Source: an optimization exercise on an open RTL-to-GDS flow (aim: small area, a short achievable clock period and few clock cycles per item). Production flows keep margins and buffers that such runs may drop.
RTL that was checked went through simulation tests only; none was proved equivalent to the original.
No functional check of the RTL was part of runs 1, 2, 5 and 6.
Power figures rest on the tool's default switching activity, not on a simulated workload.

[flow/run.sh]
#!/bin/bash
# Layout flow: the standard ORFS flow (standard synthesis unchanged), with the I/O port
# buffers made of plain buffers (sky130_fd_sc_hd__buf_2) instead of the cell buffer_ports
# picks by default (a delay buffer). Every port still gets its own buffer.
set -euo pipefail
bash standard.sh "BUFFER_PORTS_ARGS=-buffer_cell sky130_fd_sc_hd__buf_2" finish > flow_orfs.log 2>&1
[standard.sh]
#!/bin/bash
# synth_recipe.tcl (not shown) runs the flow's synth.tcl, then flattens the netlist and writes it again
# the make line also repeats each setting of config.mk as NAME=value (left out here)
make -C /OpenROAD-flow-scripts/flow DESIGN_CONFIG=/design/flow/config.mk WORK_HOME=/design/flow/orfs CLKGATE_MAP_FILE= SYNTH_SCRIPT=/design/flow/synth_recipe.tcl "${@:-finish}"
[config.mk]
export PLATFORM = sky130hd
export DESIGN_NAME = ir_pulse_distance_transmitter
export DESIGN_NICKNAME = ir_pulse_distance_transmitter
export VERILOG_FILES = /design/flow/design.v
export SDC_FILE = /design/flow/constraint.sdc
export NUM_CORES = 4
export LEC_CHECK = 0
export CAP_MARGIN = 20
export CORE_MARGIN = 2
export CORE_UTILIZATION = 60
export SETUP_SLACK_MARGIN = 5
export SLEW_MARGIN = 20
[constraint.sdc]
create_clock -name core_clock -period 8.0 [get_ports {clock}]
set_input_delay 1.6000 -clock core_clock [delete_from_list [all_inputs] [get_ports {clock}]]
set_output_delay 1.6000 -clock core_clock [all_outputs]
set_load 0.01 [all_outputs]
[design.v]
package ipdt_pkg;
   localparam int FRAME_BITS = 72;
   localparam int BIT_IDX_W  = $clog2(FRAME_BITS + 1);
   localparam int HIGH_BITS  = FRAME_BITS - 64;
   localparam int HALF_W     = 8;
   localparam int CYC_W      = 10;
   localparam int SPACE_W    = 16;
   localparam int CSR_DATA_W = 16;
   localparam int CSR_IDX_W  = 3;
   localparam logic [HALF_W-1:0]  CARRIER_HALF_RST = 8'd13;
   localparam logic [CYC_W-1:0]   LEAD_BURST_RST   = 10'd322;
   localparam logic [SPACE_W-1:0] LEAD_SPACE_RST   = 16'd4500;
   localparam logic [CYC_W-1:0]   BIT_BURST_RST    = 10'd19;
   localparam logic [SPACE_W-1:0] ONE_SPACE_RST    = 16'd1750;
   localparam logic [SPACE_W-1:0] ZERO_SPACE_RST   = 16'd638;
   localparam logic [CYC_W-1:0]   END_BURST_RST    = 10'd19;
   typedef enum logic [CSR_IDX_W-1:0] {
      REG_CARRIER_HALF = 3'd0,
      REG_LEAD_BURST   = 3'd1,
      REG_LEAD_SPACE   = 3'd2,
      REG_BIT_BURST    = 3'd3,
      REG_ONE_SPACE    = 3'd4,
      REG_ZERO_SPACE   = 3'd5,
      REG_END_BURST    = 3'd6
   } csr_index_type;
   typedef enum logic {
      KIND_TICK  = 1'b0,
      KIND_START = 1'b1
   } kind_type;
   typedef enum logic [5:0] {
      PH_IDLE   = 6'b000001,
      PH_LEAD_B = 6'b000010,
      PH_LEAD_S = 6'b000100,
      PH_BIT_B  = 6'b001000,
      PH_BIT_S  = 6'b010000,
      PH_END_B  = 6'b100000
   } phase_type;
endpackage
import ipdt_pkg::*;
module ir_pulse_distance_transmitter (
   input  logic                  clock,
   input  logic                  reset,
   input  logic                  req_valid,
   output logic                  req_ready,
   input  logic                  req_kind,
   input  logic [63:0]           req_frame_low,
   input  logic [HIGH_BITS-1:0]  req_frame_high,
   output logic                  rsp_valid,
   input  logic                  rsp_ready,
   output logic                  rsp_ir_level,
   output logic                  rsp_busy_res,
   output logic                  rsp_frame_done,
   input  logic                  csr_we,
   input  logic [CSR_IDX_W-1:0]  csr_index,
   input  logic [CSR_DATA_W-1:0] csr_wdata
);
   logic [HALF_W-1:0]  half_r;
   logic [CYC_W-1:0]   lb_r, bb_r, eb_r;
   logic [SPACE_W-1:0] ls_r, os_r, zs_r;
   logic lb_nz, ls_nz, bb_nz, os_nz, zs_nz, eb_nz;
   logic wd_nz10, wd_nz16;
   assign wd_nz10 = |csr_wdata[CYC_W-1:0];
   assign wd_nz16 = |csr_wdata[SPACE_W-1:0];
   logic [6:0] cfg_en;
   always_comb
      for (int k = 0; k < 7; k++) cfg_en[k] = reset || (csr_we && (csr_index == 3'(k)));
   always_ff @(posedge clock) begin
      if (cfg_en[REG_CARRIER_HALF])
         half_r <= reset ? CARRIER_HALF_RST : csr_wdata[HALF_W-1:0];
      if (cfg_en[REG_LEAD_BURST]) begin
         lb_r  <= reset ? LEAD_BURST_RST : csr_wdata[CYC_W-1:0];
         lb_nz <= reset || wd_nz10;
      end
      if (cfg_en[REG_LEAD_SPACE]) begin
         ls_r  <= reset ? LEAD_SPACE_RST : csr_wdata[SPACE_W-1:0];
         ls_nz <= reset || wd_nz16;
      end
      if (cfg_en[REG_BIT_BURST]) begin
         bb_r  <= reset ? BIT_BURST_RST : csr_wdata[CYC_W-1:0];
         bb_nz <= reset || wd_nz10;
      end
      if (cfg_en[REG_ONE_SPACE]) begin
         os_r  <= reset ? ONE_SPACE_RST : csr_wdata[SPACE_W-1:0];
         os_nz <= reset || wd_nz16;
      end
      if (cfg_en[REG_ZERO_SPACE]) begin
         zs_r  <= reset ? ZERO_SPACE_RST : csr_wdata[SPACE_W-1:0];
         zs_nz <= reset || wd_nz16;
      end
      if (cfg_en[REG_END_BURST]) begin
         eb_r  <= reset ? END_BURST_RST : csr_wdata[CYC_W-1:0];
         eb_nz <= reset || wd_nz10;
      end
   end
   logic ne_one, ne_zero;
   assign ne_one  = bb_nz || os_nz;
   assign ne_zero = bb_nz || zs_nz;
   logic ph_lb, ph_ls, ph_bb, ph_bs, ph_eb, ph_be;    
   logic [17:0] cnt;
   logic        cp;                                    
   logic        lt;                                    
   logic [FRAME_BITS:0] f;
   logic        curbit;                                
   logic        rdy_ff;
   logic        ov, ol, ob, od;                        
   logic        sv, sl, sb, sd;                        
   logic busy, burst, space;
   assign busy  = ph_lb | ph_ls | ph_bb | ph_bs | ph_eb;
   assign burst = ph_lb | ph_bb | ph_eb;
   assign space = ph_ls | ph_bs;
   logic [7:0] lo;
   logic [9:0] hi;
   assign lo = cnt[7:0];
   assign hi = cnt[17:8];
   logic lo_is0, lo_is2, hi_is1, half_end;
   assign lo_is0   = (lo == 8'd0);
   assign lo_is2   = (lo == 8'd2);
   assign hi_is1   = (hi == 10'd1);
   assign half_end = (lo[7:1] == 7'd0);
   logic [17:0] cnt_step;
   logic        cp_step, lt_step;
   assign cnt_step[7:0]  = (burst && half_end) ? half_r : lo - 8'd1;
   assign cnt_step[17:8] = (space ? lo_is0 : (half_end && cp)) ? hi - 10'd1 : hi;
   assign cp_step        = burst && (cp ^ half_end);
   assign lt_step = space ? (lo_is2 && (hi[7:0] == 8'd0))
                          : (hi_is1 && ((lo_is2 && cp) ||
                                        (half_end && !cp && (half_r[7:1] == 7'd0))));
   logic [FRAME_BITS:0] ne;
   always_comb
      for (int i = 0; i <= FRAME_BITS; i++) ne[i] = f[i] ? ne_one : ne_zero;
   logic real0, real7, known, skip1, skip8;
   assign real7 = |f[FRAME_BITS:8];                    
   assign real0 = real7 || (|f[7:1]);                  
   assign known = !real0 || ne[0];                     
   assign skip8 = real7 && !(|ne[7:0]);
   assign skip1 = (busy || ph_be) && !known;
   logic accept, is_tick, is_start, start_idle, start_be;
   assign accept     = req_valid && rdy_ff;
   assign is_tick    = accept && !req_kind;
   assign is_start   = accept && req_kind;
   assign start_idle = is_start && !busy;
   assign start_be   = start_idle && !lb_nz && !ls_nz;
   logic tick_busy, tick_end;
   assign tick_busy = is_tick && busy;
   assign tick_end  = tick_busy && lt;
   logic go_ls, go_bs_cur, go_entry, be_go;
   assign go_ls     = ph_lb && ls_nz;
   assign go_bs_cur = ph_bb && (curbit ? os_nz : zs_nz);
   assign go_entry  = (ph_lb && !ls_nz) || ph_ls || (ph_bb && !go_bs_cur) || ph_bs || ph_be;
   assign be_go     = ph_be && known;
   logic t_bb, t_bs, t_eb, t_enter;
   assign t_enter = go_entry && real0;
   assign t_bb    = t_enter && bb_nz;
   assign t_bs    = go_bs_cur || (t_enter && !bb_nz);
   assign t_eb    = go_entry && !real0 && eb_nz;
   logic done_tick;
   assign done_tick = lt && (ph_eb || (go_entry && !real0 && !eb_nz));
   logic        bitsel, t_lt;
   logic [17:0] t_cnt;
   assign bitsel = go_bs_cur ? curbit : f[0];
   always_comb begin
      if (go_ls)
         t_cnt = {2'b00, ls_r};
      else if (t_bs)
         t_cnt = {2'b00, bitsel ? os_r : zs_r};
      else if (t_bb)
         t_cnt = {bb_r, half_r};
      else
         t_cnt = {eb_r, half_r};
   end
   assign t_lt = go_ls ? (ls_r == 16'd1)
                       : (t_bs && (bitsel ? (os_r == 16'd1) : (zs_r == 16'd1)));
   logic [17:0] s_cnt;
   logic        s_lt;
   assign s_cnt = lb_nz ? {lb_r, half_r} : {2'b00, ls_r};
   assign s_lt  = !lb_nz && (ls_r == 16'd1);
   logic        seg_done;
   logic [17:0] k_cnt;
   logic        k_cp, k_lt;
   assign seg_done = lt || ph_be;
   assign k_cnt = seg_done ? t_cnt : cnt_step;
   assign k_cp  = !seg_done && cp_step;
   assign k_lt  = seg_done ? t_lt : lt_step;
   logic kind_sel, upd;
   assign kind_sel = req_kind && !busy && !ph_be;
   assign upd      = be_go || (accept && (req_kind ? !busy : busy));
   logic s_lb, s_ls, s_be;
   assign s_lb = lb_nz;
   assign s_ls = !lb_nz && ls_nz;
   assign s_be = !lb_nz && !ls_nz;
   logic ph_upd;
   assign ph_upd = be_go || start_idle || tick_end;
   logic known_sh, f_tick_shift, f_idle_shift;
   assign known_sh     = (skip1 && skip8) ? ne[8] : ne[1];
   assign f_idle_shift = skip1 || (be_go && real0);
   assign f_tick_shift = skip1 || (lt && t_enter);
   logic entry_lb;
   assign entry_lb = !ls_nz;
   logic stall_s, stall_t, stall_n;
   assign stall_s = s_lt && s_ls;
   assign stall_t = (lt ? t_lt : (lt_step && (ph_ls || ph_bs || (ph_lb && entry_lb))))
                    && !(f_tick_shift ? known_sh : known);
   assign stall_n = (be_go ? t_lt
                           : (lt && (ph_ls || ph_bs || (ph_lb && entry_lb))))
                    && !(f_idle_shift ? known_sh : known);
   logic stall_next;
   assign stall_next = start_idle ? stall_s : (tick_busy ? stall_t : stall_n);
   logic push, r_l, r_b, r_d, be_busy;
   assign be_busy = real0 || eb_nz;
   assign push = (accept && !start_be) || be_go;
   assign r_l  = tick_busy && burst && !cp;
   assign r_b  = be_go ? be_busy : (busy || is_start);
   assign r_d  = be_go ? !be_busy : (tick_busy && done_tick);
   logic pop, sv_next;
   assign pop     = ov && rsp_ready;
   assign sv_next = (sv || push) && ov && !pop;
   logic n_be;
   assign n_be = ph_upd ? (kind_sel && s_be) : ph_be;
   always_ff @(posedge clock) begin
      if (reset) begin
         ph_lb  <= 1'b0;
         ph_ls  <= 1'b0;
         ph_bb  <= 1'b0;
         ph_bs  <= 1'b0;
         ph_eb  <= 1'b0;
         ph_be  <= 1'b0;
         rdy_ff <= 1'b1;
         ov     <= 1'b0;
         sv     <= 1'b0;
      end else begin
         rdy_ff <= !sv_next && !n_be && !stall_next;
         if (!ov || pop) begin
            ov <= sv || push;
            sv <= 1'b0;
         end else if (push) begin
            sv <= 1'b1;
         end
         if (ph_upd) begin
            ph_lb <= kind_sel ? s_lb : 1'b0;
            ph_ls <= kind_sel ? s_ls : go_ls;
            ph_bb <= kind_sel ? 1'b0 : t_bb;
            ph_bs <= kind_sel ? 1'b0 : t_bs;
            ph_eb <= kind_sel ? 1'b0 : t_eb;
            ph_be <= kind_sel ? s_be : 1'b0;
         end
      end
   end
   always_ff @(posedge clock) begin
      if (!ov || pop) begin
         ol <= sv ? sl : r_l;
         ob <= sv ? sb : r_b;
         od <= sv ? sd : r_d;
      end else if (push && !sv) begin
         sl <= r_l;
         sb <= r_b;
         sd <= r_d;
      end
      if (upd) begin
         cnt <= kind_sel ? s_cnt : k_cnt;
         cp  <= !kind_sel && k_cp;
         lt  <= kind_sel ? s_lt : k_lt;
      end
      if (start_idle || (tick_busy ? f_tick_shift : f_idle_shift)) begin
         if (kind_sel)
            f <= {1'b1, req_frame_high, req_frame_low};
         else if (skip1 && skip8)
            f <= {8'd0, f[FRAME_BITS:8]};
         else
            f <= {1'b0, f[FRAME_BITS:1]};
      end
      if ((tick_end || be_go) && t_enter) curbit <= f[0];
   end
   assign req_ready      = rdy_ff;
   assign rsp_valid      = ov;
   assign rsp_ir_level   = ol;
   assign rsp_busy_res   = ob;
   assign rsp_frame_done = od;
endmodule
==> impl_metrics.tcl, run 1 <==
set metrics [dict create \
    nets 1131 \
    core_sq_um 17100 \
    combPwrFrac_pct 13.0 \
    critPathBufInv 2 \
    p_leak_nw 4.34 \
    cts.reportedPaths.clkPinSlew_ns 0.06 \
    vias 8068 \
    reg2reg_setup_slack_ns 5.00 \
    clock_latency_ns 0.51 \
    ctsHtreeMaxLevel 1 \
    syn_inst 918 \
    layout.cells.non_filler 1267 \
    synth_flop_cell "edfxtp_1" \
    synth_common_cells "192 x edfxtp_1, 131 x nand2_1, 94 x mux2i_1" \
    portBuffers 101 \
    syn_area_sq_um 10400 \
    fmax_ghz 0.332 \
    worstSetupStartpointType "primary input" \
    holdPathStages 2 \
    min_from "ph_bs$_SDFFE_PP0N_" \
    setup_viol 0 \
    hold_class "reg2reg" \
    ys_types 64 \
    area_growth_pct 18.1 \
    synth_top_area_share_pct 55.5 \
    via_per_inst 6.37 \
    worstPathRequired_ns 8.41 \
    drive_above_1_share_pct 23.1 \
    syn_avg_cell_area_sq_um 11.3 \
    dr.pass1.iters 8 \
    numPlacedInstances 1201 \
    tns_ns 0 \
    p_int_w 0.00200 \
    clockBufferDepth 3 \
    routed_wl_microns 27700 \
    seqPwrFrac_pct 50.2 \
    powerDensity_nw_per_um2 219 \
    finalCritPeriodShare_pct 37.6 \
    multi_input_area_sq_um 4430 \
    gr-usage-all-layers_pct 29.0 \
    reg2reg_depth 9 \
    clockRootBuffer "clkbuf_16" \
    grt_antenna_before_repair 0 \
    grt_pass1_vias 7410 \
    drt_iter0_drc 990 \
    cpMaxStageDelayCell "buf_4" \
    start_util_pct 60.7 \
    syn_nets 1023 \
    synth_warnings 1 \
    yosys-top-cells-area "edfxtp_1 56%, mux2i_1 9.1%, nand2_1 4.7%" \
    min_to "ph_bs$_SDFFE_PP0N_" \
    cts_made_buffers 22 \
    seqCellArea_sq_um 5950 \
    nFillCells 1258 \
    relSlewSlack_pct 27.3 \
    worstReg2RegEnd "cnt[14]$_DFFE_PP_" \
    clkPwrFrac_pct 36.8 \
    cp_top_family "compound AO/OA/AOI/OAI gates" \
    routedWlPerCell_microns 21.8 \
    crit_type "in2reg" \
    grt-ovfl-total 0 \
    cts.sinks 201 \
    ys_async_sr_fraction_pct 0 \
    fp.dieArea_sq_um 18400 \
    finalCriticalPeriod_ns 3.01 \
    ys_ff_latch 201 \
    timing.final.hold_violations 0 \
    grt_pass1_wl_microns 41100 \
    r2r_start "f[5]$_DFFE_PP_" \
    ir_worst_vdd_v 0.000231 \
    finalMaxSlewViolations 0 \
    synth_edf_count 192 \
    end_kind "flip-flop" \
    rsz0062_at_grt "true" \
    seq_area_frac_synth_pct 57.3 \
    ant_nets 0 \
    worstPathArrival_ns 3.42 \
    fp.dieH_microns 136 \
    path_cells "buf_2, ha_1, nand2_1, buf_4, nor4_1, a41oi_1, a21o_1, o2111ai_1, a21oi_1" \
    rows 48 \
    yosysMostFrequentCell "edfxtp_1" \
    p_sw_share_pct 25.9 \
    status "timing/DRC/antenna clean" \
    gp_congestion 0.908 \
    antenna_cells 0 \
    grt_max_degree 84 \
    worstMarginPinSlew_ns 1.09 \
    max_stage_delay_ns 0.43 \
    cp-startpoint "req_kind" \
    synth_top_area_cell "edfxtp_1" \
    path_max_fanout 33 \
    pin_count 102 \
    dp_hpwl_microns 18200 \
    post-route-drc-count 0 \
    drv_cap 0 \
    cts_tree "done" \
    dieWidth_microns 136 \
    netSwitchingPower_w 0.000696 \
    fin_skew_ns 0.0141 \
]
[kinds of logic (layout without fill, tap and decap cells)]
| family | count (synthesis) | count (layout) | synth area share [%] |
|---|---|---|---|
| buffers and inverters | 71 | 193 | 2.75 |
| AND/OR/NAND/NOR | 311 | 311 | 15.1 |
| multiplexers | 113 | 113 | 11.1 |
| flip-flops | 201 | 201 | 57.3 |
| AO/OA/AOI/OAI | 203 | 205 | 11.9 |
| adder cells (fa/ha/maj) | 8 | 8 | 0.964 |
| XOR/XNOR | 11 | 11 | 0.928 |
[worst max-delay path by stage]
| stage | slack, ns | depth (start not counted) | end |
|---|---|---|---|
| after floorplan | 4.91 | 4 | f[0]$_DFFE_PP_ |
| after global placement | 4.13 | 7 | f[70]$_DFFE_PP_ |
| after detailed placement | 3.99 | 7 | f[67]$_DFFE_PP_ |
| after CTS | 4.99 | 9 | cnt[11]$_DFFE_PP_ |
| after global routing | 4.88 | 7 | rdy_ff$_SDFF_PP1_ |
| final | 4.99 | 9 | rdy_ff$_SDFF_PP1_ |
[layer usage]
layer,global-route usage [%],vias to the layer above,share of wire (%)
met5,0,-,0
met4,5.38,0,1.6
met3,4.26,47,9.4
met2,43.7,437,45
met1,45.2,3877,44
li1,-,3707,-
[worst reg2reg max path: stages, from the launching register on]
cell	delay, ns
edfxtp_1	0.42
or4_4	0.58
nor4b_4	0.30
nor4b_4	0.29
buf_4	0.18
a21oi_4	0.11
mux2i_4	0.24
a221oi_4	0.32
a21oi_2	0.07
a221oi_1	0.30
[cell type report]
cell class              instances  area share, %
clock buffers                  31           5.10
clock inverters                 9          0.571
inverters                      20          0.714
multi-input cells             648           36.1
flip-flops and latches        201           48.5
well taps                     225           2.30
repair buffers                133           6.71
[registers in the layout, summed over array words and instances (netlist names), 8 cells and up]
register / count
eb_r: 10
zs_r: 16
os_r: 16
bb_r: 10
ls_r: 16
f: 73
cnt: 18
half_r: 8
lb_r: 10
[placed cells by master, fill, tap and decap left out, types with 4 or more instances in the layout]
cell	netlist	layout
buf_2	6	101
clkbuf_1	41	6
nand4_1	7	7
o21ai_0	85	84
o22ai_1	14	14
xnor2_1	6	6
nor4b_1	4	4
nor3_1	15	13
dfxtp_1	9	9
a31oi_1	16	16
a21o_1	6	5
nor2b_1	28	28
mux2_2	19	16
mux2i_1	94	92
a211oi_1	5	5
a21oi_1	29	26
nor2_1	34	34
nand2b_1	7	7
ha_1	8	8
or4_4	1	4
or2_2	15	15
nand3_1	13	13
xor2_1	5	5
o211ai_1	11	11
clkinv_2	0	5
inv_1	20	19
nor4_1	31	29
clkbuf_16	0	24
a31o_2	5	5
buf_6	1	6
nand2_1	131	129
buf_4	1	22
edfxtp_1	192	192
[power groups by stage]
stage | clock (W) | sequential (W) | combinational [W]
final | 0.000991 | 0.00135 | 0.000350
after global routing | 0.00103 | 0.00136 | 0.000381
after CTS | 0.000995 | 0.00135 | 0.000323
after detailed placement | 0 | 0.00137 | 0.000313
after global placement | 0 | 0.00137 | 0.000301
after floorplan | 0 | 0.00134 | 0.000220
[what timing repair did]
action	CTS	global route
resized for setup	18	29
gates cloned	2	1
pin swaps	3	19
hold buffers	0	0
endpoints found under the hold margin	0	0
endpoints found under the setup margin	196	169
buffers inserted	5	18
[stage by stage]
| stage | worst slack, ns | total power (W) | area (sq um) | util [%] | hold slack [ns] |
|---|---|---|---|---|---|
| after floorplan | 4.91 | 0.00156 | 10400 | - | 0.467 |
| after global placement | 4.13 | 0.00167 | 11100 | 64.8 | 0.495 |
| after detailed placement | 3.99 | 0.00168 | 11100 | 64.9 | 0.508 |
| after CTS | 4.99 | 0.00267 | 12000 | 69.9 | 0.535 |
| after global routing | 4.88 | 0.00277 | 12300 | 71.7 | 0.567 |
| final | 4.99 | 0.00269 | 12300 | 71.7 | 0.545 |
==> inputs of run 2 (changes only) <==
==> flow/run.sh (replaced) <==
#!/bin/bash
# Layout flow: the standard ORFS flow (standard synthesis unchanged), with
#  - the I/O port buffers made of plain buffers (sky130_fd_sc_hd__buf_2) instead of the
#    delay buffer buffer_ports picks by default; every port still gets its own buffer;
#  - timing repair aiming at 5.5 ns of setup slack.
set -euo pipefail
bash standard.sh "BUFFER_PORTS_ARGS=-buffer_cell sky130_fd_sc_hd__buf_2" SETUP_SLACK_MARGIN=5.5 finish > flow_orfs.log 2>&1
==> impl_metrics.tcl, run 2 <==
set metrics [dict create \
    yosysMostFrequentCell "edfxtp_1" \
    dieWidth_microns 136 \
    fp.dieH_microns 136 \
    seqCellArea_sq_um 5950 \
    crit_type "reg2reg" \
    dp_hpwl_microns 18600 \
    worstPathRequired_ns 8.22 \
    ant_nets 0 \
    core_sq_um 17100 \
    grt_pass1_vias 8177 \
    powerDensity_nw_per_um2 210 \
    drive_above_1_share_pct 30.0 \
    cts_tree "done" \
    portBuffers 101 \
    cts.reportedPaths.clkPinSlew_ns 0.06 \
    max_stage_delay_ns 0.58 \
    rows 48 \
    area_growth_pct 26.9 \
    r2r_start "f[4]$_DFFE_PP_" \
    hold_slack_ns 0.554 \
    syn_inst 918 \
    path_cells "or4_4, nor4b_4, nor4b_4, buf_4, a21oi_4, buf_6, mux2i_2, a221oi_2, a21oi_1, a21oi_1" \
    hold_class "reg2reg" \
    worst_slack_ns 5.03 \
    synth_warnings 1 \
    antenna_cells 0 \
    grt_antenna_before_repair 0 \
    vias 8604 \
    ys_async_sr_fraction_pct 0 \
    fin_skew_ns 0.0118 \
    final_common_cell "edfxtp_1" \
    pin_count 102 \
    final_cell_mix "192 x edfxtp_1, 127 x nand2_1, 98 x buf_2, 89 x mux2i_1, 72 x o21ai_1" \
    ir_worst_vdd_v 0.000210 \
    finalCritPeriodShare_pct 37.2 \
    via_per_inst 6.59 \
    critPathBufInv 2 \
    routed_wl_microns 30900 \
    cp-startpoint "f[4]$_DFFE_PP_" \
    finalMaxSlewViolations 0 \
    tns_ns 0 \
    synth_top_area_share_pct 55.5 \
    dr.pass1.iters 6 \
    cts.sinks 201 \
    timing.final.hold_violations 0 \
    gr-usage-all-layers_pct 32.5 \
    synth_top_area_cell "edfxtp_1" \
    finalPower_w 0.00277 \
    routedWlPerCell_microns 23.6 \
    synth_flop_cell "edfxtp_1" \
    grt_max_degree 67 \
    seq_area_frac_synth_pct 57.3 \
    largest_reg_flops 73 \
    clock_latency_ns 0.51 \
    gp_congestion 0.934 \
    nets 1170 \
    fp.dieArea_sq_um 18400 \
    cp_top_family "simple AND/OR/NAND/NOR gates" \
    dpl_worst_slack_ns 4.08 \
    synth_common_cells "192 x edfxtp_1, 131 x nand2_1, 94 x mux2i_1" \
    start_util_pct 60.7 \
    top_regs "f: 73 flops, cnt: 18 flops" \
    grt_pass1_wl_microns 45700 \
    fmax_ghz 0.336 \
    synth_edf_count 192 \
    grt-ovfl-total 0 \
    multi_input_area_sq_um 4770 \
    rsz0062_at_grt "true" \
    syn_nets 1023 \
    ctsHtreeMaxLevel 1 \
    worstPathArrival_ns 3.20 \
    clockRootBuffer "clkbuf_16" \
    nFillCells 1116 \
    syn_area_sq_um 10400 \
    setup_viol 0 \
    finalCriticalPeriod_ns 2.97 \
    numPlacedInstances 1200 \
    layout.cells.non_filler 1306 \
    min_from "sb$_DFFE_PP_" \
    end_kind "flip-flop" \
    yosys-top-cells-area "edfxtp_1 56%, mux2i_1 9.1%, nand2_1 4.7%" \
    status "timing/DRC/antenna clean" \
    worstSetupStartpointType "flip-flop" \
    path_max_fanout 6 \
    p_leak_nw 4.70 \
    top_register "f" \
    post-route-drc-count 0 \
    cts_made_buffers 22 \
    clockBufferDepth 3 \
    relSlewSlack_pct 28.2 \
    ys_types 64 \
    cpMaxStageDelayCell "or4_4" \
    ys_ff_latch 201 \
    syn_avg_cell_area_sq_um 11.3 \
    worstMarginPinSlew_ns 1.08 \
    drv_cap 0 \
    drt_iter0_drc 953 \
]
==> run 2: path summary, 6_finish.rpt <==
path	to	slack (ns)	cells past startpoint
setup reg to reg	cnt[15]$_DFFE_PP_	5.03	10
hold / removal	ob$_DFFE_PP_	0.55	1
setup / recovery	cnt[15]$_DFFE_PP_	5.03	10
hold reg to reg	ob$_DFFE_PP_	0.55	1
==> run 2: cell families after synthesis <==
kind of cell	Yosys count	synth area share (%)
adders and majority gates	8	0.964
and+or+nand+nor	311	15.1
DFF	201	57.3
muxes	113	11.1
AOI/OAI and AO/OA	203	11.9
xor gates and xnor gates	11	0.928
buffers and inverters	71	2.75
==> run 2: final cells by class <==
class                   instances  share of cell area [%]
repair buffers                170                    10.6
inverters                      20                   0.665
multi-input cells             650                    36.2
clock buffers                  27                    4.48
well taps                     225                    2.14
flip-flops and latches        201                    45.2
clock inverters                13                   0.769
==> run 2: through the flow <==
step,cell area [sq um],utilization [%]
2_1_floorplan,10800,-
3_3_place_gp,11300,66.0
3_5_place_dp,11300,66.0
4_1_cts,12800,74.9
5_1_grt,13200,77.0
6_report,13200,77.0
==> run 2: report_power, final <==
part | internal (W) | switching (W) | total (W)
sequential | 0.00128 | 0.0000821 | 0.00136
combinational | 0.000185 | 0.000238 | 0.000424
clock | 0.000560 | 0.000424 | 0.000984
total | 0.00202 | 0.000744 | 0.00277
==> run 2: worst reg2reg max path, delay by kind of cell (launching register included) <==
kind / cells / cell delay, ns
flops: 1 / 0.41
buf+inv: 2 / 0.37
mux: 1 / 0.21
simple gates: 3 / 1.17
compound gates: 4 / 0.53
==> run 2: what timing repair did <==
action / in CTS / in global routing
hold buffers: 0 / 0
pin swaps: 23 / 23
endpoints found under the setup margin: 210 / 209
endpoints found under the hold margin: 0 / 0
resized for setup: 74 / 35
setup buffers: 38 / 14
cloned: 11 / 3
==> run 2: per-layer routing <==
metal | wire [microns] | vias up | GRT usage [%]
li1 | - | 3798 | -
met1 | 12700 | 4161 | 47.4
met2 | 14100 | 565 | 49.3
met3 | 3240 | 80 | 6.88
met4 | 853 | 0 | 9.72
met5 | 0 | - | 0
==> inputs of run 3 (changes only) <==
--- a/design.v
+++ b/design.v
@@ -62,33 +62,30 @@
    assign wd_nz10 = |csr_wdata[CYC_W-1:0];
    assign wd_nz16 = |csr_wdata[SPACE_W-1:0];
-   logic [6:0] cfg_en;
-   always_comb
-      for (int k = 0; k < 7; k++) cfg_en[k] = reset || (csr_we && (csr_index == 3'(k)));
    always_ff @(posedge clock) begin
-      if (cfg_en[REG_CARRIER_HALF])
-         half_r <= reset ? CARRIER_HALF_RST : csr_wdata[HALF_W-1:0];
-      if (cfg_en[REG_LEAD_BURST]) begin
-         lb_r  <= reset ? LEAD_BURST_RST : csr_wdata[CYC_W-1:0];
-         lb_nz <= reset || wd_nz10;
-      end
-      if (cfg_en[REG_LEAD_SPACE]) begin
-         ls_r  <= reset ? LEAD_SPACE_RST : csr_wdata[SPACE_W-1:0];
-         ls_nz <= reset || wd_nz16;
-      end
-      if (cfg_en[REG_BIT_BURST]) begin
-         bb_r  <= reset ? BIT_BURST_RST : csr_wdata[CYC_W-1:0];
-         bb_nz <= reset || wd_nz10;
-      end
-      if (cfg_en[REG_ONE_SPACE]) begin
-         os_r  <= reset ? ONE_SPACE_RST : csr_wdata[SPACE_W-1:0];
-         os_nz <= reset || wd_nz16;
-      end
-      if (cfg_en[REG_ZERO_SPACE]) begin
-         zs_r  <= reset ? ZERO_SPACE_RST : csr_wdata[SPACE_W-1:0];
-         zs_nz <= reset || wd_nz16;
-      end
-      if (cfg_en[REG_END_BURST]) begin
-         eb_r  <= reset ? END_BURST_RST : csr_wdata[CYC_W-1:0];
-         eb_nz <= reset || wd_nz10;
+      if (reset) begin
+         half_r <= CARRIER_HALF_RST;
+         lb_r   <= LEAD_BURST_RST;
+         ls_r   <= LEAD_SPACE_RST;
+         bb_r   <= BIT_BURST_RST;
+         os_r   <= ONE_SPACE_RST;
+         zs_r   <= ZERO_SPACE_RST;
+         eb_r   <= END_BURST_RST;
+         lb_nz  <= 1'b1;
+         ls_nz  <= 1'b1;
+         bb_nz  <= 1'b1;
+         os_nz  <= 1'b1;
+         zs_nz  <= 1'b1;
+         eb_nz  <= 1'b1;
+      end else if (csr_we) begin
+         case (csr_index)
+            REG_CARRIER_HALF: half_r <= csr_wdata[HALF_W-1:0];
+            REG_LEAD_BURST:   begin lb_r <= csr_wdata[CYC_W-1:0];   lb_nz <= wd_nz10; end
+            REG_LEAD_SPACE:   begin ls_r <= csr_wdata[SPACE_W-1:0]; ls_nz <= wd_nz16; end
+            REG_BIT_BURST:    begin bb_r <= csr_wdata[CYC_W-1:0];   bb_nz <= wd_nz10; end
+            REG_ONE_SPACE:    begin os_r <= csr_wdata[SPACE_W-1:0]; os_nz <= wd_nz16; end
+            REG_ZERO_SPACE:   begin zs_r <= csr_wdata[SPACE_W-1:0]; zs_nz <= wd_nz16; end
+            REG_END_BURST:    begin eb_r <= csr_wdata[CYC_W-1:0];   eb_nz <= wd_nz10; end
+            default: ;
+         endcase
       end
    end
==> flow/run.sh (replaced) <==
#!/bin/bash
# Layout flow: the standard ORFS flow (standard synthesis unchanged), with the I/O port
# buffers made of plain buffers (sky130_fd_sc_hd__buf_2) instead of the cell buffer_ports
# picks by default (a delay buffer). Every port still gets its own buffer.
set -euo pipefail
bash standard.sh "BUFFER_PORTS_ARGS=-buffer_cell sky130_fd_sc_hd__buf_2" finish > flow_orfs.log 2>&1
--- a/config.mk
+++ b/config.mk
@@ -8,5 +8,5 @@
 export CAP_MARGIN = 20
 export CORE_MARGIN = 2
-export CORE_UTILIZATION = 60
+export CORE_UTILIZATION = 70
 export SETUP_SLACK_MARGIN = 5
 export SLEW_MARGIN = 20
==> impl_metrics.tcl, run 3 <==
set metrics [dict create \
    cp-startpoint "f[55]$_DFFE_PP_" \
    largest_reg_flops 73 \
    routedWlPerCell_microns 20.5 \
    top_regs "f: 73 flops, cnt: 18 flops" \
    synth_top_area_share_pct 28.1 \
    drv_cap 0 \
    syn_avg_cell_area_sq_um 9.24 \
    path_max_fanout 10 \
    ir_worst_vdd_v 0.000191 \
    synth_top_area_cell "edfxtp_1" \
    top_register "f" \
    portBuffers 101 \
    routed_wl_microns 29000 \
    worstPathRequired_ns 8.25 \
    synth_edf_count 100 \
    cts.sinks 201 \
    seq_area_frac_synth_pct 47.0 \
    ys_async_sr_fraction_pct 0 \
    yosysMostFrequentCell "nand2_1" \
    worstMarginPinSlew_ns 0.995 \
    gp_congestion 0.954 \
    synth_warnings 1 \
    syn_inst 1156 \
    fin_skew_ns 0.0138 \
    yosys-top-cells-area "edfxtp_1 28%, dfxtp_1 19%, mux2i_1 10%" \
    path_cells "nor4_1, nand3_1, nor2_2, a31oi_1, buf_4, mux2i_1, a221oi_1, a21oi_1, a21oi_1" \
    grt_antenna_before_repair 0 \
    syn_nets 1261 \
    fp.dieArea_sq_um 16300 \
    clockBufferDepth 3 \
    nets 1320 \
    synth_flop_cell "dfxtp_1" \
    antenna_cells 0 \
    powerDensity_nw_per_um2 205 \
    ctsHtreeMaxLevel 1 \
    clockRootBuffer "clkbuf_16" \
    drt_iter0_drc 982 \
    dp_hpwl_microns 19200 \
    rsz0062_at_grt "true" \
    dr.pass1.iters 5 \
    status "timing/DRC/antenna clean" \
    finalCritPeriodShare_pct 37.1 \
    post-route-drc-count 0 \
    core_sq_um 15000 \
    timing.final.hold_violations 0 \
    final_common_cell "nand2_1" \
    cts.reportedPaths.clkPinSlew_ns 0.06 \
    cts_hold_buffers 0 \
    finalCriticalPeriod_ns 2.97 \
    grt_pass1_wl_microns 45700 \
    finalMaxSlewViolations 0 \
    grt_max_degree 103 \
    min_from "bb_r[7]$_SDFFE_PP0P_" \
    worstPathArrival_ns 3.23 \
    fmax_ghz 0.337 \
    ant_nets 0 \
    gr-usage-all-layers_pct 35.3 \
    ys_types 68 \
    worstSetupStartpointType "flip-flop" \
    dieWidth_microns 128 \
    setup_viol 0 \
    path_common_cell "a21oi_1" \
    fp.dieH_microns 128 \
    dpl_worst_slack_ns 3.62 \
    ys_ff_latch 201 \
    crit_type "reg2reg" \
    reg2reg_setup_slack_ns 5.03 \
    cts_made_buffers 22 \
    cp_top_family "simple AND/OR/NAND/NOR gates" \
    drive_above_1_share_pct 16.4 \
    worst_slack_ns 5.03 \
    syn_area_sq_um 10700 \
    cpMaxStageDelayCell "edfxtp_1" \
    r2r_start "f[55]$_DFFE_PP_" \
    end_kind "flip-flop" \
    max_stage_delay_ns 0.43 \
    tns_ns 0 \
    relSlewSlack_pct 33.7 \
    start_util_pct 71.1 \
    synth_common_cells "276 x nand2_1, 107 x mux2i_1, 101 x dfxtp_1" \
    area_growth_pct 12.3 \
    rows 45 \
    p_leak_nw 4.33 \
    hold_class "reg2reg" \
    pin_count 102 \
    cts_tree "done" \
    clock_latency_ns 0.52 \
    final_cell_mix "274 x nand2_1, 103 x mux2i_1, 101 x dfxtp_1, 101 x buf_2, 100 x edfxtp_1" \
    grt_pass1_vias 8674 \
    via_per_inst 6.48 \
    grt-ovfl-total 0 \
    critPathBufInv 1 \
    vias 9187 \
]
run 3: worst min-delay path, delay by kind of cell (launching register included):
kind / cells / cell delay [ns]
AND/OR/NAND/NOR: 1 / 0.05
flip-flops: 1 / 0.30
AO/OA/AOI/OAI: 1 / 0.05
run 3: worst paths after layout:
kind	endpoint	depth (start not counted)
worst min-delay path	bb_r[7]$_SDFFE_PP0P_	2
worst max register to register	cnt[10]$_DFFE_PP_	9
worst min register to register	bb_r[7]$_SDFFE_PP0P_	2
worst max-delay path	cnt[10]$_DFFE_PP_	9
run 3: layer usage:
layer | wire, microns | global-route usage (%) | vias to the layer above | share of wire (%)
met5 | 0 | 0 | - | 0
met4 | 1570 | 16.5 | 0 | 5.4
met3 | 2310 | 4.77 | 100 | 8.0
met2 | 13500 | 57.3 | 489 | 46
met1 | 11600 | 47.1 | 4282 | 40
li1 | - | - | 4316 | -
run 3: cell families after synthesis:
logic type / Yosys count / synth area share, %
AOI/OAI and AO/OA: 257 / 15.0
xor gates and xnor gates: 12 / 0.984
adders and majority gates: 8 / 0.937
buffers and inverters: 90 / 4.17
DFF: 201 / 47.0
muxes: 118 / 11.2
and+or+nand+nor: 470 / 20.7
run 3: power by group:
part	internal [W]	switching [W]
combinational	0.000109	0.000180
sequential	0.00116	0.0000585
clock	0.000534	0.000413
total	0.00180	0.000652
run 3: repair_timing:
item / 4_1_cts / 5_1_grt
hold endpoints to repair: 0 / 0
pin swaps: 4 / 4
setup endpoints to repair: 183 / 172
cloned: 1 / 0
setup buffers: 2 / 0
resized for setup: 16 / 17
run 3: through the flow:
stage | instance area (sq um) | hold slack, ns | total power, W | util [%] | instances
CTS | 11900 | 0.452 | 0.00244 | 79.4 | 1417
detailed placement | 11200 | 0.443 | 0.00151 | 74.3 | 1376
global route | 12000 | 0.469 | 0.00252 | 79.8 | 1417
global placement | 11200 | 0.440 | 0.00150 | 74.3 | 1376
floorplan | 10800 | 0.431 | 0.00142 | - | 1156
finish | 12000 | 0.453 | 0.00246 | 79.8 | 1417
run 3: final cells by class:
type	instances	area, sq um
fill	1063	3040
clock inverter	7	43.8
multi-input combinational	866	5400
inverter	11	57.6
sequential	201	5020
tap	188	235
timing repair buffer	113	621
clock buffer	31	614
Testbench counts of run 3, summed over its fixed seeds: cycles 48,765, beats 48,704.
==> inputs of run 4 (changes only) <==
--- a/config.mk
+++ b/config.mk
@@ -8,5 +8,5 @@
 export CAP_MARGIN = 20
 export CORE_MARGIN = 2
-export CORE_UTILIZATION = 70
+export CORE_UTILIZATION = 60
 export SETUP_SLACK_MARGIN = 5
 export SLEW_MARGIN = 20
==> impl_metrics.tcl, run 4 <==
set metrics [dict create \
    status "timing/DRC/antenna clean" \
    final_common_cell "nand2_1" \
    setup_viol 0 \
    pin_count 102 \
    syn_nets 1261 \
    grt_antenna_before_repair 1 \
    nFillCells 1421 \
    gp_congestion 0.926 \
    antenna_cells 0 \
    routedWlPerCell_microns 20.0 \
    dieWidth_microns 137 \
    drt_iter0_drc 598 \
    vias 9021 \
    numPlacedInstances 1414 \
    top_register "f" \
    r2r_start "f[54]$_DFFE_PP_" \
    drv_cap 0 \
    ys_types 68 \
    core_sq_um 17400 \
    syn_avg_cell_area_sq_um 9.24 \
    cts_tree "done" \
    synth_edf_count 100 \
    final_cell_mix "274 x nand2_1, 107 x mux2i_1, 101 x dfxtp_1, 101 x buf_2, 100 x edfxtp_1" \
    start_util_pct 61.6 \
    grt_pass1_wl_microns 45200 \
    dp_hpwl_microns 19600 \
    relSlewSlack_pct 48.2 \
    finalCritPeriodShare_pct 36.8 \
    grt_max_degree 121 \
    portBuffers 101 \
    drive_above_1_share_pct 16.2 \
    rows 48 \
    synth_warnings 1 \
    rsz0062_at_grt "false" \
    cts_made_buffers 23 \
    worstSetupStartpointType "primary input" \
    clkPwrFrac_pct 40.0 \
    p_sw_share_pct 26.0 \
    ant_nets 0 \
    fmax_ghz 0.340 \
    fp.dieArea_sq_um 18900 \
    worstPathRequired_ns 8.41 \
    finalMaxSlewViolations 0 \
    ir_worst_vdd_v 0.000193 \
    path_max_fanout 8 \
    max_stage_delay_ns 0.61 \
    p_leak_nw 4.38 \
    syn_inst 1156 \
    p_int_w 0.00186 \
    ctsHtreeMaxLevel 1 \
    fin_skew_ns 0.0240 \
    worstPathArrival_ns 3.35 \
    cp-startpoint "csr_wdata[7]" \
    post-route-drc-count 0 \
    combPwrFrac_pct 11.6 \
    hold_class "reg2reg" \
    syn_area_sq_um 10700 \
    design_area_sq_um 12100 \
    cts_hold_buffers 0 \
    yosys-top-cells-area "edfxtp_1 28%, dfxtp_1 19%, mux2i_1 10%" \
    routed_wl_microns 29300 \
    synth_common_cells "276 x nand2_1, 107 x mux2i_1, 101 x dfxtp_1" \
    placed_cell_area_sq_um 11200 \
    powerDensity_nw_per_um2 207 \
    clock_latency_ns 0.52 \
    grt_pass1_vias 8498 \
    area_growth_pct 13.7 \
    top_regs "f: 73 flops, cnt: 18 flops" \
    dr.pass1.iters 5 \
    nets 1326 \
    timing.final.hold_violations 0 \
    netSwitchingPower_w 0.000653 \
    via_per_inst 6.17 \
    synth_top_area_share_pct 28.1 \
    seq_area_frac_synth_pct 47.0 \
    yosysMostFrequentCell "nand2_1" \
    cts.reportedPaths.clkPinSlew_ns 0.06 \
    ys_async_sr_fraction_pct 0 \
    finalPower_w 0.00252 \
    synth_flop_cell "dfxtp_1" \
    crit_type "in2reg" \
    worstMarginPinSlew_ns 0.774 \
    tns_ns 0 \
    clockBufferDepth 3 \
    gr-usage-all-layers_pct 30.6 \
    seqPwrFrac_pct 48.4 \
    finalCriticalPeriod_ns 2.94 \
    fp.dieH_microns 137 \
    cpMaxStageDelayCell "or4_1" \
    largest_reg_flops 73 \
    end_kind "flip-flop" \
    clockRootBuffer "clkbuf_16" \
    cts.sinks 201 \
    ys_ff_latch 201 \
    layout.cells.non_filler 1463 \
    synth_top_area_cell "edfxtp_1" \
    min_from "bb_r[3]$_SDFFE_PP0P_" \
    grt-ovfl-total 0 \
    path_cells "buf_2, or4_1, nor4_4, and3_1, nor2_1, a211o_1" \
]
-- run 4: cell count changes in the layout (fill, tap and decap cells not counted), moves of 2 or more --
cell       previous run  this run
mux2i_1             103       107
mux2i_2               4         0
clkbuf_1              6         9
buf_4                10        12
clkbuf_16            22        24
clkinv_2              4         2
-- run 4: per-stage QoR --
step	hold WS [ns]	utilization, %	setup slack, ns
finish	0.451	70.0	5.06
global route	0.475	70.0	5.01
CTS	0.453	69.5	5.01
detailed placement	0.445	64.7	3.62
global placement	0.440	64.7	3.78
floorplan	0.431	-	4.83
-- run 4: final cells by class --
cell class | instances | area [sq um] | share of cell area (%)
well taps | 225 | 282 | 2.32
clock inverters | 5 | 31.3 | 0.257
flip-flops and latches | 201 | 5020 | 41.4
clock buffers | 37 | 689 | 5.67
multi-input cells | 866 | 5380 | 44.3
repair buffers | 118 | 689 | 5.67
inverters | 11 | 53.8 | 0.443
-- run 4: critical path, delay by kind of cell --
kind            cells  cell delay (ns)
simple gates        4             1.32
buf+inv             1             0.19
compound gates      1             0.24
-- run 4: logic make-up after synthesis --
logic type | count (synthesis) | share of synthesized area (%)
simple gates | 470 | 20.7
compound gates | 257 | 15.0
flops | 201 | 47.0
mux | 118 | 11.2
buf+inv | 90 | 4.17
xor+xnor | 12 | 0.984
fa+ha+maj | 8 | 0.937
-- run 4: layer usage --
metal | global-route usage, % | routed length (microns) | share of wire [%]
met1 | 39.9 | 12200 | 42
met2 | 51.0 | 13900 | 47
met3 | 4.53 | 1930 | 6.6
met4 | 12.5 | 1290 | 4.4
met5 | 0 | 13 | 0.044
-- run 4: path summary, 6_finish.rpt --
path | end | slack, ns | cells after the start
hold reg to reg | bb_r[3]$_SDFFE_PP0P_ | 0.45 | 2
setup / recovery | os_nz$_SDFFE_PP1P_ | 5.06 | 6
setup reg to reg | f[66]$_DFFE_PP_ | 5.15 | 6
hold / removal | bb_r[3]$_SDFFE_PP0P_ | 0.45 | 2
-- run 4: power groups by stage --
stage | logic (W) | clock network (W) | registers (W)
floorplan | 0.000202 | 0 | 0.00122
global placement | 0.000272 | 0 | 0.00124
detailed placement | 0.000280 | 0 | 0.00124
CTS | 0.000287 | 0.00102 | 0.00122
global route | 0.000322 | 0.00106 | 0.00122
finish | 0.000291 | 0.00101 | 0.00122
-- run 4: repair_timing --
item | in CTS | in global routing
setup buffers | 5 | 1
endpoints found under the setup margin | 171 | 82
gates resized for setup | 11 | 11
cloned | 1 | 0
pin swaps | 3 | 1
==> inputs of run 5 (changes only) <==
--- a/design.v
+++ b/design.v
@@ -59,7 +59,4 @@
    logic [SPACE_W-1:0] ls_r, os_r, zs_r;
    logic lb_nz, ls_nz, bb_nz, os_nz, zs_nz, eb_nz;
-   logic wd_nz10, wd_nz16;
-   assign wd_nz10 = |csr_wdata[CYC_W-1:0];
-   assign wd_nz16 = |csr_wdata[SPACE_W-1:0];
    always_ff @(posedge clock) begin
       if (reset) begin
@@ -71,23 +68,37 @@
          zs_r   <= ZERO_SPACE_RST;
          eb_r   <= END_BURST_RST;
-         lb_nz  <= 1'b1;
-         ls_nz  <= 1'b1;
-         bb_nz  <= 1'b1;
-         os_nz  <= 1'b1;
-         zs_nz  <= 1'b1;
-         eb_nz  <= 1'b1;
       end else if (csr_we) begin
          case (csr_index)
             REG_CARRIER_HALF: half_r <= csr_wdata[HALF_W-1:0];
-            REG_LEAD_BURST:   begin lb_r <= csr_wdata[CYC_W-1:0];   lb_nz <= wd_nz10; end
-            REG_LEAD_SPACE:   begin ls_r <= csr_wdata[SPACE_W-1:0]; ls_nz <= wd_nz16; end
-            REG_BIT_BURST:    begin bb_r <= csr_wdata[CYC_W-1:0];   bb_nz <= wd_nz10; end
-            REG_ONE_SPACE:    begin os_r <= csr_wdata[SPACE_W-1:0]; os_nz <= wd_nz16; end
-            REG_ZERO_SPACE:   begin zs_r <= csr_wdata[SPACE_W-1:0]; zs_nz <= wd_nz16; end
-            REG_END_BURST:    begin eb_r <= csr_wdata[CYC_W-1:0];   eb_nz <= wd_nz10; end
+            REG_LEAD_BURST:   lb_r   <= csr_wdata[CYC_W-1:0];
+            REG_LEAD_SPACE:   ls_r   <= csr_wdata[SPACE_W-1:0];
+            REG_BIT_BURST:    bb_r   <= csr_wdata[CYC_W-1:0];
+            REG_ONE_SPACE:    os_r   <= csr_wdata[SPACE_W-1:0];
+            REG_ZERO_SPACE:   zs_r   <= csr_wdata[SPACE_W-1:0];
+            REG_END_BURST:    eb_r   <= csr_wdata[CYC_W-1:0];
             default: ;
          endcase
       end
    end
+   always_ff @(posedge clock) begin
+      if (reset) begin
+         lb_nz <= 1'b1;
+         ls_nz <= 1'b1;
+         bb_nz <= 1'b1;
+         os_nz <= 1'b1;
+         zs_nz <= 1'b1;
+         eb_nz <= 1'b1;
+      end else begin
+         lb_nz <= |lb_r;
+         ls_nz <= |ls_r;
+         bb_nz <= |bb_r;
+         os_nz <= |os_r;
+         zs_nz <= |zs_r;
+         eb_nz <= |eb_r;
+      end
+   end
+   logic lb_nz_now, ls_nz_now;
+   assign lb_nz_now = |lb_r;
+   assign ls_nz_now = |ls_r;
    logic ne_one, ne_zero;
    assign ne_one  = bb_nz || os_nz;
@@ -127,6 +138,8 @@
       for (int i = 0; i <= FRAME_BITS; i++) ne[i] = f[i] ? ne_one : ne_zero;
    logic real0, real7, known, skip1, skip8;
-   assign real7 = |f[FRAME_BITS:8];                    
-   assign real0 = real7 || (|f[7:1]);                  
+   logic or16, or9, or2;
+   assign or16 = |f[FRAME_BITS:16];
+   assign or9  = or16 || (|f[15:9]);
+   assign or2  = or9 || (|f[8:2]);
    assign known = !real0 || ne[0];                     
    assign skip8 = real7 && !(|ne[7:0]);
@@ -137,5 +150,5 @@
    assign is_start   = accept && req_kind;
    assign start_idle = is_start && !busy;
-   assign start_be   = start_idle && !lb_nz && !ls_nz;
+   assign start_be   = start_idle && !lb_nz_now && !ls_nz_now;
    logic tick_busy, tick_end;
    assign tick_busy = is_tick && busy;
@@ -170,6 +183,6 @@
    logic [17:0] s_cnt;
    logic        s_lt;
-   assign s_cnt = lb_nz ? {lb_r, half_r} : {2'b00, ls_r};
-   assign s_lt  = !lb_nz && (ls_r == 16'd1);
+   assign s_cnt = lb_nz_now ? {lb_r, half_r} : {2'b00, ls_r};
+   assign s_lt  = !lb_nz_now && (ls_r == 16'd1);
    logic        seg_done;
    logic [17:0] k_cnt;
@@ -183,7 +196,7 @@
    assign upd      = be_go || (accept && (req_kind ? !busy : busy));
    logic s_lb, s_ls, s_be;
-   assign s_lb = lb_nz;
-   assign s_ls = !lb_nz && ls_nz;
-   assign s_be = !lb_nz && !ls_nz;
+   assign s_lb = lb_nz_now;
+   assign s_ls = !lb_nz_now && ls_nz_now;
+   assign s_be = !lb_nz_now && !ls_nz_now;
    logic ph_upd;
    assign ph_upd = be_go || start_idle || tick_end;
@@ -259,10 +272,17 @@
       end
       if (start_idle || (tick_busy ? f_tick_shift : f_idle_shift)) begin
-         if (kind_sel)
-            f <= {1'b1, req_frame_high, req_frame_low};
-         else if (skip1 && skip8)
-            f <= {8'd0, f[FRAME_BITS:8]};
-         else
-            f <= {1'b0, f[FRAME_BITS:1]};
+         if (kind_sel) begin
+            f     <= {1'b1, req_frame_high, req_frame_low};
+            real0 <= 1'b1;
+            real7 <= 1'b1;
+         end else if (skip1 && skip8) begin
+            f     <= {8'd0, f[FRAME_BITS:8]};
+            real0 <= or9;
+            real7 <= or16;
+         end else begin
+            f     <= {1'b0, f[FRAME_BITS:1]};
+            real0 <= or2;
+            real7 <= or9;
+         end
       end
       if ((tick_end || be_go) && t_enter) curbit <= f[0];
==> impl_metrics.tcl, run 5 <==
set metrics [dict create \
    synth_top_area_cell "edfxtp_1" \
    vias 9342 \
    cts_hold_buffers 0 \
    worstSetupStartpointType "primary input" \
    yosys-top-cells-area "edfxtp_1 29%, dfxtp_1 19%, nand2_1 9.8%" \
    setup_viol 0 \
    synth_top_area_share_pct 29.4 \
    fin_skew_ns 0.0133 \
    p_sw_share_pct 25.3 \
    synth_edf_count 102 \
    area_growth_pct 16.1 \
    yosysMostFrequentCell "nand2_1" \
    syn_avg_cell_area_sq_um 9.09 \
    dr.pass1.iters 5 \
    routed_wl_microns 30500 \
    timing.final.hold_violations 0 \
    start_util_pct 60.8 \
    grt_antenna_before_repair 0 \
    drive_above_1_share_pct 16.8 \
    dieWidth_microns 136 \
    portBuffers 101 \
    rows 48 \
    finalCritPeriodShare_pct 39.1 \
    crit_type "in2reg" \
    largest_reg_flops 73 \
    clkPwrFrac_pct 42.4 \
    r2r_start "f[3]$_DFFE_PP_" \
    clock_latency_ns 0.52 \
    min_from "eb_r[7]$_SDFFE_PP0P_" \
    grt-ovfl-total 0 \
    synth_warnings 1 \
    ys_async_sr_fraction_pct 0 \
    hold_slack_ns 0.474 \
    cts.sinks 202 \
    p_leak_nw 4.31 \
    clockBufferDepth 3 \
    finalCriticalPeriod_ns 3.13 \
    gr-usage-all-layers_pct 31.3 \
    fmax_ghz 0.320 \
    pin_count 102 \
    antenna_cells 0 \
    ys_types 67 \
    dp_hpwl_microns 19600 \
    top_regs "f: 73 flops, cnt: 18 flops" \
    syn_inst 1145 \
    syn_area_sq_um 10400 \
    rsz0062_at_grt "true" \
    post-route-drc-count 0 \
    gp_congestion 0.911 \
    path_max_fanout 37 \
    routedWlPerCell_microns 20.7 \
    final_core_util_pct 70.7 \
    cpMaxStageDelayCell "a221o_4" \
    drt_iter0_drc 941 \
    max_stage_delay_ns 0.66 \
    synth_flop_cell "edfxtp_1" \
    combPwrFrac_pct 10.0 \
    worstPathRequired_ns 8.15 \
    fp.dieArea_sq_um 18400 \
    worstPathArrival_ns 3.27 \
    core_sq_um 17100 \
    p_int_w 0.00187 \
    fp.dieH_microns 136 \
    final_cell_mix "269 x nand2_1, 102 x edfxtp_1, 101 x buf_2, 100 x dfxtp_1, 93 x a21oi_1" \
    cp-startpoint "req_valid" \
    top_register "f" \
    via_per_inst 6.33 \
    status "timing/DRC/antenna clean" \
    syn_nets 1250 \
    seqPwrFrac_pct 47.6 \
    synth_common_cells "271 x nand2_1, 102 x edfxtp_1, 100 x dfxtp_1" \
    path_cells "buf_2, nand2_8, a211oi_4, nand3_1, o21ai_1, a221o_4" \
    cts_made_buffers 23 \
    grt_max_degree 112 \
    nets 1338 \
    tns_ns 0 \
    grt_pass1_vias 8378 \
    hold_class "reg2reg" \
    cts_tree "done" \
    netSwitchingPower_w 0.000632 \
    worstMarginPinSlew_ns 0.978 \
    seq_area_frac_synth_pct 48.6 \
    ys_ff_latch 202 \
    final_common_cell "nand2_1" \
    ant_nets 0 \
    ir_worst_vdd_v 0.000189 \
    relSlewSlack_pct 34.1 \
    powerDensity_nw_per_um2 207 \
    ctsHtreeMaxLevel 1 \
    end_kind "flip-flop" \
    cts.reportedPaths.clkPinSlew_ns 0.06 \
    drv_cap 0 \
    nFillCells 1389 \
    finalMaxSlewViolations 0 \
    finalPower_w 0.00250 \
    grt_pass1_wl_microns 45100 \
    clockRootBuffer "clkbuf_16" \
]
run 5: cell types whose count changed in the layout (fill, tap and decap cells not counted), sizes merged, moves of 10 or more:
cell,change
nand3b,-30
a211o,-10
nand3,+29
a211oi,-11
mux2i,-19
a221oi,-12
a21oi,+11
run 5: kinds of logic after synthesis:
logic type	share of synthesized area (%)
flops	48.6
simple gates	20.9
buf+inv	4.16
fa+ha+maj	0.961
xor+xnor	1.01
mux	9.65
compound gates	14.7
run 5: final timing paths:
check / endpoint / slack (ns) / depth (start not counted)
setup / recovery: f[22]$_DFFE_PP_ / 4.87 / 6
hold / removal: eb_r[7]$_SDFFE_PP0P_ / 0.47 / 2
setup reg to reg: f[26]$_DFFE_PP_ / 5.10 / 8
hold reg to reg: eb_r[7]$_SDFFE_PP0P_ / 0.47 / 2
run 5: per-layer routing:
| metal | global-route usage (%) | wire, microns | share of wire [%] |
|---|---|---|---|
| met1 | 46.5 | 13400 | 44 |
| met2 | 47.7 | 13500 | 44 |
| met3 | 5.20 | 2890 | 9.5 |
| met4 | 8.04 | 748 | 2.5 |
| met5 | 0 | 0 | 0 |
run 5: per-stage QoR:
step	setup WS, ns	cell area (sq um)	cells
floorplan	4.93	10500	1145
global placement	3.94	11000	1412
detailed placement	3.85	11000	1413
CTS	4.88	11900	1462
global route	4.84	12100	1475
finish	4.87	12100	1475
run 5: power by group through the flow:
stage          clock network [W]  logic [W]  registers, W
2_1_floorplan                  0   0.000155       0.00119
6_report                 0.00106   0.000251       0.00119
3_5_place_dp                   0   0.000230       0.00121
5_1_grt                  0.00110   0.000274       0.00119
3_3_place_gp                   0   0.000224       0.00121
4_1_cts                  0.00107   0.000234       0.00119
run 5: timing repair:
item / 4_1_cts / 5_1_grt
endpoints found under the setup margin: 155 / 142
gates resized for setup: 11 / 11
buffers inserted: 5 / 10
pin swaps: 1 / 3
gates cloned: 2 / 3
run 5: critical path, delay by kind of cell:
family	cells	cell delay, ns
AND/OR/NAND/NOR	2	0.19
buffers and inverters	1	0.15
AO/OA/AOI/OAI	3	1.32
run 5: area by class of cell:
cell class / count / area, sq um / share of cell area [%]
Inverter: 19 / 87.6 / 0.724
Multi-Input combinational cell: 862 / 5140 / 42.5
Tap cell: 225 / 282 / 2.33
Clock buffer: 33 / 683 / 5.65
Clock inverter: 9 / 82.6 / 0.683
Sequential cell: 202 / 5060 / 41.9
Timing Repair inverter: 1 / 7.51 / 0.0621
Timing Repair Buffer: 124 / 746 / 6.17
==> inputs of run 6 (changes only) <==
--- a/config.mk
+++ b/config.mk
@@ -8,5 +8,5 @@
 export CAP_MARGIN = 20
 export CORE_MARGIN = 2
-export CORE_UTILIZATION = 60
+export CORE_UTILIZATION = 70
 export SETUP_SLACK_MARGIN = 5
 export SLEW_MARGIN = 20
==> impl_metrics.tcl, run 6 <==
set metrics [dict create \
    ctsHtreeMaxLevel 1 \
    finalCriticalPeriod_ns 2.95 \
    routed_wl_microns 30300 \
    yosysMostFrequentCell "nand2_1" \
    antenna_cells 0 \
    pin_count 102 \
    vias 9394 \
    start_util_pct 71.7 \
    clockRootBuffer "clkbuf_16" \
    final_common_cell "nand2_1" \
    reg2reg_depth 5 \
    cts_made_buffers 21 \
    clockBufferDepth 3 \
    gp_congestion 0.899 \
    path_max_fanout 38 \
    syn_nets 1250 \
    timing.final.hold_violations 0 \
    synth_top_area_cell "edfxtp_1" \
    grt_max_degree 77 \
    yosys-top-cells-area "edfxtp_1 29%, dfxtp_1 19%, nand2_1 9.8%" \
    post-route-drc-count 0 \
    powerDensity_nw_per_um2 202 \
    fin_skew_ns 0.0124 \
    grt_pass1_wl_microns 46600 \
    cpMaxStageDelayCell "a221o_4" \
    seq_area_frac_synth_pct 48.6 \
    finalPower_w 0.00241 \
    dp_hpwl_microns 19200 \
    syn_inst 1145 \
    fp.dieH_microns 126 \
    cp-startpoint "req_valid" \
    grt_pass1_vias 8779 \
    ys_types 67 \
    synth_warnings 1 \
    final_cell_mix "269 x nand2_1, 102 x edfxtp_1, 101 x buf_2, 100 x dfxtp_1, 93 x a21oi_1" \
    status "timing/DRC/antenna clean" \
    min_from "lb_r[7]$_SDFFE_PP0P_" \
    drt_iter0_drc 1209 \
    clkPwrFrac_pct 40.0 \
    nets 1333 \
    drive_above_1_share_pct 16.1 \
    holdPathStages 2 \
    worstPathArrival_ns 3.09 \
    syn_area_sq_um 10400 \
    netSwitchingPower_w 0.000614 \
    min_to "lb_r[7]$_SDFFE_PP0P_" \
    routedWlPerCell_microns 21.2 \
    combPwrFrac_pct 10.7 \
    ys_ff_latch 202 \
    finalCritPeriodShare_pct 36.8 \
    core_sq_um 14500 \
    synth_top_area_share_pct 29.4 \
    cp_num_cells 6 \
    ir_worst_vdd_v 0.000176 \
    cts_tree "done" \
    tns_ns 0 \
    clock_latency_ns 0.51 \
    reg2reg_setup_slack_ns 5.13 \
    p_int_w 0.00179 \
    synth_common_cells "271 x nand2_1, 102 x edfxtp_1, 100 x dfxtp_1" \
    cts.sinks 202 \
    dr.pass1.iters 6 \
    cts.reportedPaths.clkPinSlew_ns 0.06 \
    portBuffers 101 \
    worstPathRequired_ns 8.14 \
    fp.dieArea_sq_um 15900 \
    max_stage_delay_ns 0.61 \
    crit_type "in2reg" \
    rsz0062_at_grt "false" \
    finalMaxSlewViolations 0 \
    cp_top_family "compound AO/OA/AOI/OAI gates" \
    synth_flop_cell "edfxtp_1" \
    grt-ovfl-total 0 \
    largest_reg_flops 73 \
    hold_class "reg2reg" \
    p_leak_nw 4.26 \
    r2r_start "ph_lb$_SDFFE_PP0N_" \
    setup_viol 0 \
    drv_cap 0 \
    top_regs "f: 73 flops, cnt: 18 flops" \
    via_per_inst 6.59 \
    ant_nets 0 \
    top_register "f" \
    synth_edf_count 102 \
    seqPwrFrac_pct 49.4 \
    worstMarginPinSlew_ns 1.09 \
    cts_hold_buffers 0 \
    p_sw_share_pct 25.5 \
    worstReg2RegEnd "cnt[16]$_DFFE_PP_" \
    ys_async_sr_fraction_pct 0 \
    worstSetupStartpointType "primary input" \
    rows 44 \
    grt_antenna_before_repair 1 \
    dieWidth_microns 126 \
    gr-usage-all-layers_pct 36.8 \
    fmax_ghz 0.339 \
    area_growth_pct 14.3 \
    relSlewSlack_pct 26.8 \
    end_kind "flip-flop" \
    critPathBufInv 1 \
    path_cells "buf_2, nand2_8, a211oi_4, nand3_1, o21ai_1, a221o_4" \
    syn_avg_cell_area_sq_um 9.09 \
]
-- run 6: cell count changes in the layout (fill, tap and decap cells not counted), moves of 2 or more --
cell        previous run  this run
clkbuf_16             23        21
clkbuf_8               8         4
clkinv_8               0         2
clkinvlp_4             4         2
-- run 6: final cells by class --
type                    instances  area, sq um
fillers                       941         2630
clock buffers                  29          597
multi-input cells             861         5140
flip-flops and latches        202         5060
repair buffers                119          653
clock inverters                 8         67.6
repair inverters                4         51.3
well taps                     184          230
inverters                      19          101
-- run 6: power by group through the flow --
| stage | sequential (W) | combinational [W] | clock, W |
|---|---|---|---|
| global route | 0.00119 | 0.000278 | 0.000993 |
| CTS | 0.00119 | 0.000241 | 0.000956 |
| floorplan | 0.00119 | 0.000155 | 0 |
| finish | 0.00119 | 0.000257 | 0.000962 |
| global placement | 0.00121 | 0.000221 | 0 |
| detailed placement | 0.00121 | 0.000228 | 0 |
-- run 6: cell families after synthesis --
kind of cell / count (synthesis) / share of synthesized area, %
compound gates: 259 / 14.7
mux: 99 / 9.65
flops: 202 / 48.6
buf+inv: 84 / 4.16
simple gates: 481 / 20.9
fa+ha+maj: 8 / 0.961
xor+xnor: 12 / 1.01
-- run 6: metrics by stage --
stage	utilization (%)	cell area [sq um]	std cells	hold slack [ns]	worst slack, ns
after floorplan	-	10500	1145	0.440	4.93
after global placement	75.2	10900	1370	0.456	3.17
after detailed placement	75.2	10900	1370	0.463	3.11
after CTS	80.8	11700	1415	0.474	4.92
after global routing	81.9	11900	1426	0.497	5.00
final	81.9	11900	1426	0.476	5.05
-- run 6: timing repair --
action | in CTS | in global routing
endpoints found under the setup margin | 172 | 97
pin swaps | 3 | 1
buffers inserted | 4 | 9
endpoints found under the hold margin | 0 | 0
gates resized for setup | 9 | 10
gates cloned | 4 | 2
-- run 6: how the worst max path moves through the flow --
| stage | slack (ns) | endpoint |
|---|---|---|
| after CTS | 4.92 | f[33]$_DFFE_PP_ |
| after floorplan | 4.93 | f[0]$_DFFE_PP_ |
| after detailed placement | 3.11 | cnt[3]$_DFFE_PP_ |
| after global routing | 5.00 | rdy_ff$_SDFF_PP1_ |
| after global placement | 3.17 | cnt[3]$_DFFE_PP_ |
| final | 5.05 | f[59]$_DFFE_PP_ |
-- run 6: worst register-to-register path, delay by kind of cell, from the launching register on --
kind | cells | cell delay (ns)
compound gates | 2 | 1.03
simple gates | 2 | 0.87
flops | 1 | 0.36
fa+ha+maj | 1 | 0.25
-- run 6: metal layers --
layer | global-route usage [%] | wire [microns] | vias up
li1 | - | - | 4341
met3 | 7.52 | 3430 | 84
met2 | 57.2 | 13800 | 607
met1 | 52.7 | 12000 | 4362
met4 | 10.7 | 1030 | 0
met5 | 0 | 0 | -

==> afterwards: timing with drivers on the ports <==
The results above use ideal ports. As a check the final layouts listed here were re-extracted and re-timed, cells and wires unchanged.
Step 1, drivers: a clkbuf_16 drives clock and a buf_2 each remaining input, both assumed.
Step 2 adds t to the input delays and takes it off the output delays; t is the mean of the earliest and latest rising clock arrival at the registers after step 1. Input paths then give back, and output paths get back, about the clock's delay inside the block.
Slacks: no drivers / after step 1 / after step 2; pairs: no drivers / after step 1.
run	t, ns	setup slack, ns	slew at the worst register clock pin (ns)	pins driven straight from the clock port
run 1	0.548	4.990 / 5.001 / 4.464	0.06 / 0.06	1
run 2	0.550	5.027 / 5.027 / 4.592	0.07 / 0.07	1
run 3	0.556	5.029 / 5.029 / 4.500	0.06 / 0.06	1
run 4	0.562	5.060 / 5.088 / 4.526	0.06 / 0.06	1
run 5	0.556	4.872 / 4.893 / 4.337	0.07 / 0.07	1
run 6	0.544	5.054 / 5.076 / 4.531	0.07 / 0.07	1
After both steps every run listed still meets setup and hold. For run 5, which loses most, drivers alone change the setup slack by +0.021 ns; drivers and shift together by -0.535 ns.
